From an optimization exercise on the open Yosys and OpenROAD flow, aimed at small area, a short achievable clock period and few clock cycles per item; shortcuts taken in it are not production practice.
The RTL was checked by simulation tests, not by an equivalence proof against the original design.

Design infix_expression_evaluator_unit, start of the top module:
module infix_expression_evaluator_unit (
    input  logic            clk,
    input  logic            rst_n,
    input  logic            in_valid,
    output logic            in_ready,
    input  logic [7:0]      char_code,
    input  logic            last,
    output logic            out_valid,
    input  logic            out_ready,
    output logic [47:0]     value,
    output logic [2:0]      status
);
    localparam int VW   = 48;
    localparam int SD   = 16;
    localparam int CNW  = 5;
    localparam int FRW  = 36;           
    localparam int TQ   = 4;            
    localparam int TW   = VW + 8;
    localparam logic [VW-1:0] VMAX = {1'b0, {(VW-1){1'b1}}};
    localparam logic [VW-1:0] VMIN = {1'b1, {(VW-1){1'b0}}};
    localparam logic [2:0] S_IDLE = 3'd0;
    localparam logic [2:0] S_END  = 3'd1;
    localparam logic [2:0] S_RED  = 3'd3;
    localparam logic [2:0] S_MD   = 3'd4;
    localparam logic [2:0] S_OUT  = 3'd5;
    localparam logic [1:0] C_OP  = 2'd0;
    localparam logic [1:0] C_RP  = 2'd1;
    localparam logic [1:0] C_END = 2'd2;
    localparam logic [2:0] K_NONE = 3'd0;
  ...
For scale: roughly 1600 flip-flops, about 66 I/O pins, ~0.11 mm2 of cells after synthesis.
export LEC_CHECK = 0
export CAP_MARGIN = 20
export CORE_MARGIN = 2
export CORE_UTILIZATION = 40
export SETUP_SLACK_MARGIN = 5
export SLEW_MARGIN = 20
create_clock -name core_clock -period 14.0 [get_ports {clk}]
standard.sh (not shown) runs the stock make flow with config.mk's settings and CLKGATE_MAP_FILE= SYNTH_SCRIPT=/design/flow/synth_recipe.tcl, a recipe that flattens the netlist after the stock synthesis.
==> flow/flow/run.sh <==
#!/bin/bash
# Layout: the standard layout (standard.sh), with the timing repair aiming
# further below the clock period (SETUP_SLACK_MARGIN 10 instead of 5). The clock
# period, the constraints and every other setting are the standard flow's own.
set -euo pipefail
sed -e 's/SETUP_SLACK_MARGIN=5/SETUP_SLACK_MARGIN=10/' standard.sh > standard_m.sh
grep -q 'SETUP_SLACK_MARGIN=10' standard_m.sh
bash standard_m.sh > layout.log 2>&1
Testbench counts at the start, summed over its fixed seeds: cycles 24,866, exprs 512.
==> next run, changes <==
==> flow/run.sh (new file) <==
#!/bin/bash
# synth_recipe.tcl (not shown) runs the flow's synth.tcl, then flattens the netlist and writes it again
# the make line also repeats each setting of config.mk as NAME=value (left out here)
make -C /OpenROAD-flow-scripts/flow DESIGN_CONFIG=/design/flow/config.mk WORK_HOME=/design/flow/orfs CLKGATE_MAP_FILE= SYNTH_SCRIPT=/design/flow/synth_recipe.tcl finish
--- a/flow/config.mk
+++ b/flow/config.mk
@@ -9,4 +9,3 @@
 export CORE_MARGIN = 2
 export CORE_UTILIZATION = 40
-export SETUP_SLACK_MARGIN = 5
 export SLEW_MARGIN = 20
removed: flow/flow/run.sh
removed: flow/standard.sh
This time the run finished with max-capacitance violations, max-slew violations left.
Final area goes down by roughly a tenth.
Synthesized area is unchanged.
Synthesized cell count does not change.
First-iteration DRC count fell by about a fifth.
Clock-buffer cell count goes up by 1.
Sequential cell count stays the same.
Worst setup slack is worse by 1.5 ns.
Wire length went down by a little under a tenth.
Register-to-register slack degrades by 1.5 ns.
Non-clock buffer count fell by 681.

* * *

Another version of the RTL of infix_expression_evaluator_unit (not shown whole).
Size: ~11000 cells after synthesis, about 66 I/O pins, ~110000 um2 of cells after synthesis.
export LEC_CHECK = 0
export CAP_MARGIN = 20
export CORE_MARGIN = 2
export CORE_UTILIZATION = 40
export SETUP_SLACK_MARGIN = 5
export SLEW_MARGIN = 20
export TNS_END_PERCENT = 10
create_clock -name core_clock -period 14.0 [get_ports {clk}]
==> flow/flow/run.sh <==
#!/bin/bash
# Layout: the standard layout (standard.sh), with the timing repair aiming
# further below the clock period (SETUP_SLACK_MARGIN 10 instead of 5). The clock
# period, the constraints and every other setting are the standard flow's own.
set -euo pipefail
sed -e 's/SETUP_SLACK_MARGIN=5/SETUP_SLACK_MARGIN=10/' standard.sh > standard_m.sh
grep -q 'SETUP_SLACK_MARGIN=10' standard_m.sh
bash standard_m.sh > layout.log 2>&1
Testbench counts at the start, summed over its fixed seeds: cycles 24,566, exprs 512.
Next try:
CORE_UTILIZATION = 55   (was 40)
Setup slack got worse by 0.0058 ns.
Routed wire length rose by 3.4%.
Via count rose by 2.3%.
Worst hold slack got worse by 0.0042 ns.

## separate check: timing with driven ports
No port has a modelled driver above. Below, the same layouts with a new extraction and two added sets of constraints.
Step 1: set_driving_cell puts a clkbuf_16 on clk and a buf_2 on each other input, an assumption about the parent block.
Step 2 adds t to the input delays and takes it off the output delays; t is the mean of the earliest and latest rising clock arrival at the registers after step 1. Input paths then give back, and output paths get back, about the clock's delay inside the block.
Three values: ideal ports, drivers, drivers and shift; two values: the first two.
| run | t, ns | setup WS [ns] | worst setup path at the end |
|---|---|---|---|
| the first run of note 1 | 0.984 | 8.608 / 8.608 / 8.608 | register to register |
| the second run of note 1 | 0.945 | 7.065 / 7.065 / 7.065 | register to register |
| the first run of note 2 | 0.953 | 9.238 / 9.238 / 9.238 | register to register |
| the second run of note 2 | 0.955 | 9.233 / 9.233 / 9.233 | register to register |
